Context: an optimization exercise on an open-source flow, tuned for small area. The choices shown serve that exercise and are no tape-out recipe.
The RTL was checked by simulation tests, not by an equivalence proof against the original design.
No activity file was given, so power comes from the tool's default toggle rates.

Setup of harbor:
Design adventureTop, start of the top module:
module adventureTop (
	input  logic       turn,
	input  logic       rst,
	input  logic [3:0] buttons,
	input  adventurePkg::pixelX_t    pixelX,
	input  adventurePkg::pixelY_t    pixelY,
	input  logic       blank,
	input  adventurePkg::color_t     mapPixel,
	output adventurePkg::color_t     color,
	output adventurePkg::roomCoord_t roomX,
	output adventurePkg::roomCoord_t roomY,
	output adventurePkg::color_t     roomColor
);
For scale: roughly 880 cells after synthesis, ~88 flip-flops, roughly 58 I/O pins, about 7500 um2 of cells after synthesis.
clock: 5.0 ns
lec_check: 0
cap_margin: 0
core_margin: 2
core_utilization: 62
cts_buf_list: sky130_fd_sc_hd__clkbuf_8
gpl_timing_driven: 0
setup_slack_margin: 0.08
slew_margin: 0
standard.sh (not shown) runs the stock make flow with config.mk's settings and CLKGATE_MAP_FILE= SYNTH_SCRIPT=/design/flow/synth_recipe.tcl, a recipe that flattens the netlist after the stock synthesis.
==> flow/flow/run.sh <==
#!/bin/bash
# Layout flow: the standard flow, except that the port buffers are the
# smallest buffer cell and clock tree synthesis uses larger sink clusters and
# no dummy loads. The flow's output goes to standard.log here; each step's
# log is kept in orfs/logs/ by the flow scripts.
set -o pipefail
bash standard.sh finish "BUFFER_PORTS_ARGS=-buffer_cell sky130_fd_sc_hd__buf_1" \
	"CTS_ARGS=-sink_clustering_enable -repair_clock_nets -buf_list sky130_fd_sc_hd__clkbuf_8 -dont_use_dummy_load -sink_clustering_size 20 -sink_clustering_max_diameter 80" \
	> standard.log 2>&1
Both conditions hold for harbor: the flow ran to the end and the final layout passed the timing, DRC and antenna checks.
diff inputs: harbor => raven
- CORE_UTILIZATION: 62 -> 70
Notes after the runs:
- raven ended with every stage complete and zero timing, DRC or antenna violations.
- Of harbor and raven, harbor shows the higher required time of the worst setup path, with raven below it.
- harbor and raven ended up with roughly the same proportion of final cell area spent on non-clock buffers.
- Relative to harbor, cell count decreased by 10 in raven.
- raven vs harbor: clock skew up in raven
- Looking at smallest setup slack after layout, raven sits 0.029 ns below harbor.
- Relative to harbor, total instance count after detailed placement decreased by 1.0% in raven.


== v37 ==
adventureTop, a different RTL version from the one above (not shown whole).
Size in the first run: about 88 flip-flops, about 58 I/O pins.
## adventureTop
module adventureTop (
	input  logic       turn,
	input  logic       rst,
	input  logic [3:0] buttons,
	input  adventurePkg::pixelX_t    pixelX,
	input  adventurePkg::pixelY_t    pixelY,
	input  logic       blank,
	input  adventurePkg::color_t     mapPixel,
	output adventurePkg::color_t     color,
	output adventurePkg::roomCoord_t roomX,
	output adventurePkg::roomCoord_t roomY,
	output adventurePkg::color_t     roomColor
);
	localparam int KX = -16;
	localparam int KY = -20;
	localparam int OX = 15 - KX;   
	localparam int QY = -KY;       
	logic [3:0] count;
	logic       step;
	logic       bump;
	logic [9:0] px_n, cx_n, ox_n;
	logic [8:0] py_n, cy_n, oy_n;
	logic       yU, bU;
	logic [1:0] held;
	logic [3:0] rc;      
	function automatic logic [9:0] add10(input logic [9:0] a, input logic [9:0] b);
		logic c;
		c = 1'b0;
		for (int i = 0; i < 10; i++) begin
			add10[i] = a[i] ^ b[i] ^ c;
			c = (a[i] & b[i]) | (a[i] & c) | (b[i] & c);
		end
	endfunction
	function automatic logic [8:0] add9(input logic [8:0] a, input logic [8:0] b);
		logic c;
		c = 1'b0;
		for (int i = 0; i < 9; i++) begin
			add9[i] = a[i] ^ b[i] ^ c;
			c = (a[i] & b[i]) | (a[i] & c) | (b[i] & c);
		end
	endfunction
	function automatic logic [6:0] add6(input logic [5:0] a, input logic [5:0] b);
		logic c;
		c = 1'b0;
		for (int i = 0; i < 6; i++) begin
			add6[i] = a[i] ^ b[i] ^ c;
			c = (a[i] & b[i]) | (a[i] & c) | (b[i] & c);
		end
		add6[6] = c;
	endfunction
	function automatic logic [5:0] add5(input logic [4:0] a, input logic [4:0] b);
		logic c;
		c = 1'b0;
		for (int i = 0; i < 5; i++) begin
			add5[i] = a[i] ^ b[i] ^ c;
			c = (a[i] & b[i]) | (a[i] & c) | (b[i] & c);
		end
		add5[5] = c;
	endfunction
	function automatic logic hz5(input logic [4:0] a, input logic [4:0] b, input logic cin);
		hz5 = ((a[0] ^ b[0]) == cin);
		for (int i = 1; i < 5; i++)
			hz5 = hz5 && ((a[i] ^ b[i]) == (a[i-1] | b[i-1]));
	endfunction
  ...
==> flow/config.mk <==
export PLATFORM = sky130hd
export DESIGN_NAME = adventureTop
export DESIGN_NICKNAME = adventureTop
export VERILOG_FILES = /design/flow/design.v
export SDC_FILE = /design/flow/constraint.sdc
export NUM_CORES = 4
export LEC_CHECK = 0
export CAP_MARGIN = 0
export CORE_MARGIN = 2
export CORE_UTILIZATION = 70
export CTS_BUF_LIST = sky130_fd_sc_hd__clkbuf_8
export GPL_TIMING_DRIVEN = 0
export SETUP_SLACK_MARGIN = 0.08
export SLEW_MARGIN = 0
==> flow/constraint.sdc <==
create_clock -name core_clock -period 5.0 [get_ports {turn}]
set_input_delay 1.0000 -clock core_clock [delete_from_list [all_inputs] [get_ports {turn}]]
set_output_delay 1.0000 -clock core_clock [all_outputs]
set_load 0.01 [all_outputs]
==> flow/flow/run.sh <==
#!/bin/bash
# Layout flow: the standard flow, except that the port buffers are the
# smallest buffer cell and clock tree synthesis uses larger sink clusters and
# no dummy loads. The flow's output goes to standard.log here; each step's
# log is kept in orfs/logs/ by the flow scripts.
set -o pipefail
bash standard.sh finish "BUFFER_PORTS_ARGS=-buffer_cell sky130_fd_sc_hd__buf_1" \
	"CTS_ARGS=-sink_clustering_enable -repair_clock_nets -buf_list {sky130_fd_sc_hd__clkbuf_4 sky130_fd_sc_hd__clkbuf_8} -root_buf sky130_fd_sc_hd__clkbuf_8 -dont_use_dummy_load -sink_clustering_size 10 -sink_clustering_max_diameter 50" \
	> standard.log 2>&1
v37: PASS, flow complete, no timing, DRC or antenna violations
Changes in v27 relative to v37:
--- a/flow/flow/run.sh
+++ b/flow/flow/run.sh
@@ -7,3 +7,3 @@
 bash standard.sh finish "BUFFER_PORTS_ARGS=-buffer_cell sky130_fd_sc_hd__buf_1" \
-	"CTS_ARGS=-sink_clustering_enable -repair_clock_nets -buf_list {sky130_fd_sc_hd__clkbuf_4 sky130_fd_sc_hd__clkbuf_8} -root_buf sky130_fd_sc_hd__clkbuf_8 -dont_use_dummy_load -sink_clustering_size 10 -sink_clustering_max_diameter 50" \
+	"CTS_ARGS=-sink_clustering_enable -repair_clock_nets -buf_list sky130_fd_sc_hd__clkbuf_4 sky130_fd_sc_hd__clkbuf_8 -root_buf sky130_fd_sc_hd__clkbuf_8 -dont_use_dummy_load -sink_clustering_size 10 -sink_clustering_max_diameter 50" \
 	> standard.log 2>&1
[summary]
- Diff v37 -> v27: XOR/XNOR share of the synthesized area level; pre-CTS worst setup slack level; half-perimeter wire length of the detailed placement result level; synthesized net count level.
- Fraction of the yosys area taken by sequential cells: v27 vs v37 identical
- Diff v37 -> v27: floorplan die height held, multiplexer fraction of the synthesized cell area held.
- Synthesized area: v27 vs v37 identical
- On post-detailed-placement cell area, v27 tracks v37 almost exactly.
- The flow ran to completion for all of v37 and v27 but v27, which stopped partway.
Input-level comparison between v23 and v27:
--- a/flow/flow/run.sh
+++ b/flow/flow/run.sh
@@ -7,3 +7,3 @@
 bash standard.sh finish "BUFFER_PORTS_ARGS=-buffer_cell sky130_fd_sc_hd__buf_1" \
-	"CTS_ARGS=-sink_clustering_enable -repair_clock_nets -buf_list sky130_fd_sc_hd__clkbuf_4 sky130_fd_sc_hd__clkbuf_8 -root_buf sky130_fd_sc_hd__clkbuf_8 -dont_use_dummy_load -sink_clustering_size 10 -sink_clustering_max_diameter 50" \
+	"CTS_ARGS=-sink_clustering_enable -repair_clock_nets -buf_list sky130_fd_sc_hd__clkbuf_8 -dont_use_dummy_load -sink_clustering_size 20 -sink_clustering_max_diameter 80" \
 	> standard.log 2>&1
--- a/flow/config.mk
+++ b/flow/config.mk
@@ -9,3 +9,3 @@
 export CORE_MARGIN = 2
-export CORE_UTILIZATION = 70
+export CORE_UTILIZATION = 80
 export CTS_BUF_LIST = sky130_fd_sc_hd__clkbuf_8
## What came out
As far as compound-cell area share of the yosys netlist goes, v27 and v23 are indistinguishable; the numbers are identical. In v23, overall die height is lower than in v27. Number of standard-cell rows in the floorplan (v27 / v23): 1.06. Diff v27 -> v23 | number of placed instances with taps included | down by a few percent. The final report for v23 shows a completed flow and a layout that fails verification, specifically setup timing. v27 is listed as incomplete: the tool reported an error in clock tree synthesis and the run ended there.
Input-level comparison between v56 and v23:
--- a/flow/config.mk
+++ b/flow/config.mk
@@ -9,3 +9,3 @@
 export CORE_MARGIN = 2
-export CORE_UTILIZATION = 80
+export CORE_UTILIZATION = 70
 export CTS_BUF_LIST = sky130_fd_sc_hd__clkbuf_8
@@ -14 +14,2 @@
 export SLEW_MARGIN = 0
+export TNS_END_PERCENT = 5
v56 reached the end of the flow, and the finished layout is clean on the timing, DRC and antenna checks. v23 finished all stages; however, its layout fails the closing checks, the failures being setup timing. Taking v56 over v23, the average wire length per cell after detail routing ratio works out to 0.839. The core utilization number comes out higher for v23 vs v56. The wire length in v56 sits 3700 µm below the value recorded for v23. In the reports for v56 and v23, the smaller global-route met2 utilization belongs to v56.
#### Input delta (v53 over v56)
--- a/flow/config.mk
+++ b/flow/config.mk
@@ -12,4 +12,3 @@
 export GPL_TIMING_DRIVEN = 0
-export SETUP_SLACK_MARGIN = 0.08
+export SETUP_SLACK_MARGIN = 0.03
 export SLEW_MARGIN = 0
-export TNS_END_PERCENT = 5
### Flow results
Against v56, number of non-clock buffers in v53 fell slightly.
Per the comparison of v53 with v56, die area now sits at about the same level; ratio of total power to cell area held.
v53 and v56 ended up with nearly the same final instance area.
For post-layout instance count excluding filler cells, v53 and v56 come out practically identical.
Setup slack: v53 less than v56
Reported for v53 and v56, post-CTS setup buffer count turned out identical to the last digit.

separate check: timing with driven ports:
How much do the figures lean on ideal ports? The routed layouts below were timed once more, with nothing changed but the port constraints. Step 1 sets driving cells, clkbuf_16 on the clock port and buf_2 on the other inputs (assumed; they add their load-dependent delay and slew). Step 2 adds t to the input delays and takes it off the output delays; t is the mean of the earliest and latest rising clock arrival at the registers after step 1. Input paths then give back, and output paths get back, about the clock's delay inside the block. a / b / c = no drivers / after step 1 / after step 2; a / b = the first two.
run	t, ns	setup slack, ns	hold slack, ns	worst setup path after step 2	worst register clock-pin slew, ns
harbor	0.404	0.214 / 0.225 / -0.179	0.479 / 0.479 / 0.479	input to register	0.09 / 0.09
raven	0.394	0.185 / 0.194 / -0.200	0.468 / 0.468 / 0.468	input to register	0.09 / 0.09
v37	0.414	0.192 / 0.203 / -0.211	0.462 / 0.462 / 0.462	input to register	0.10 / 0.10
v23	0.396	-0.238 / -0.230 / -0.626	0.469 / 0.469 / 0.469	input to register	0.11 / 0.11
v56	0.414	0.192 / 0.203 / -0.211	0.462 / 0.462 / 0.462	input to register	0.10 / 0.10
v53	0.413	0.148 / 0.160 / -0.253	0.461 / 0.461 / 0.461	input to register	0.10 / 0.10
With both steps, setup timing fails in 5 of these runs, where it was met with ideal ports.
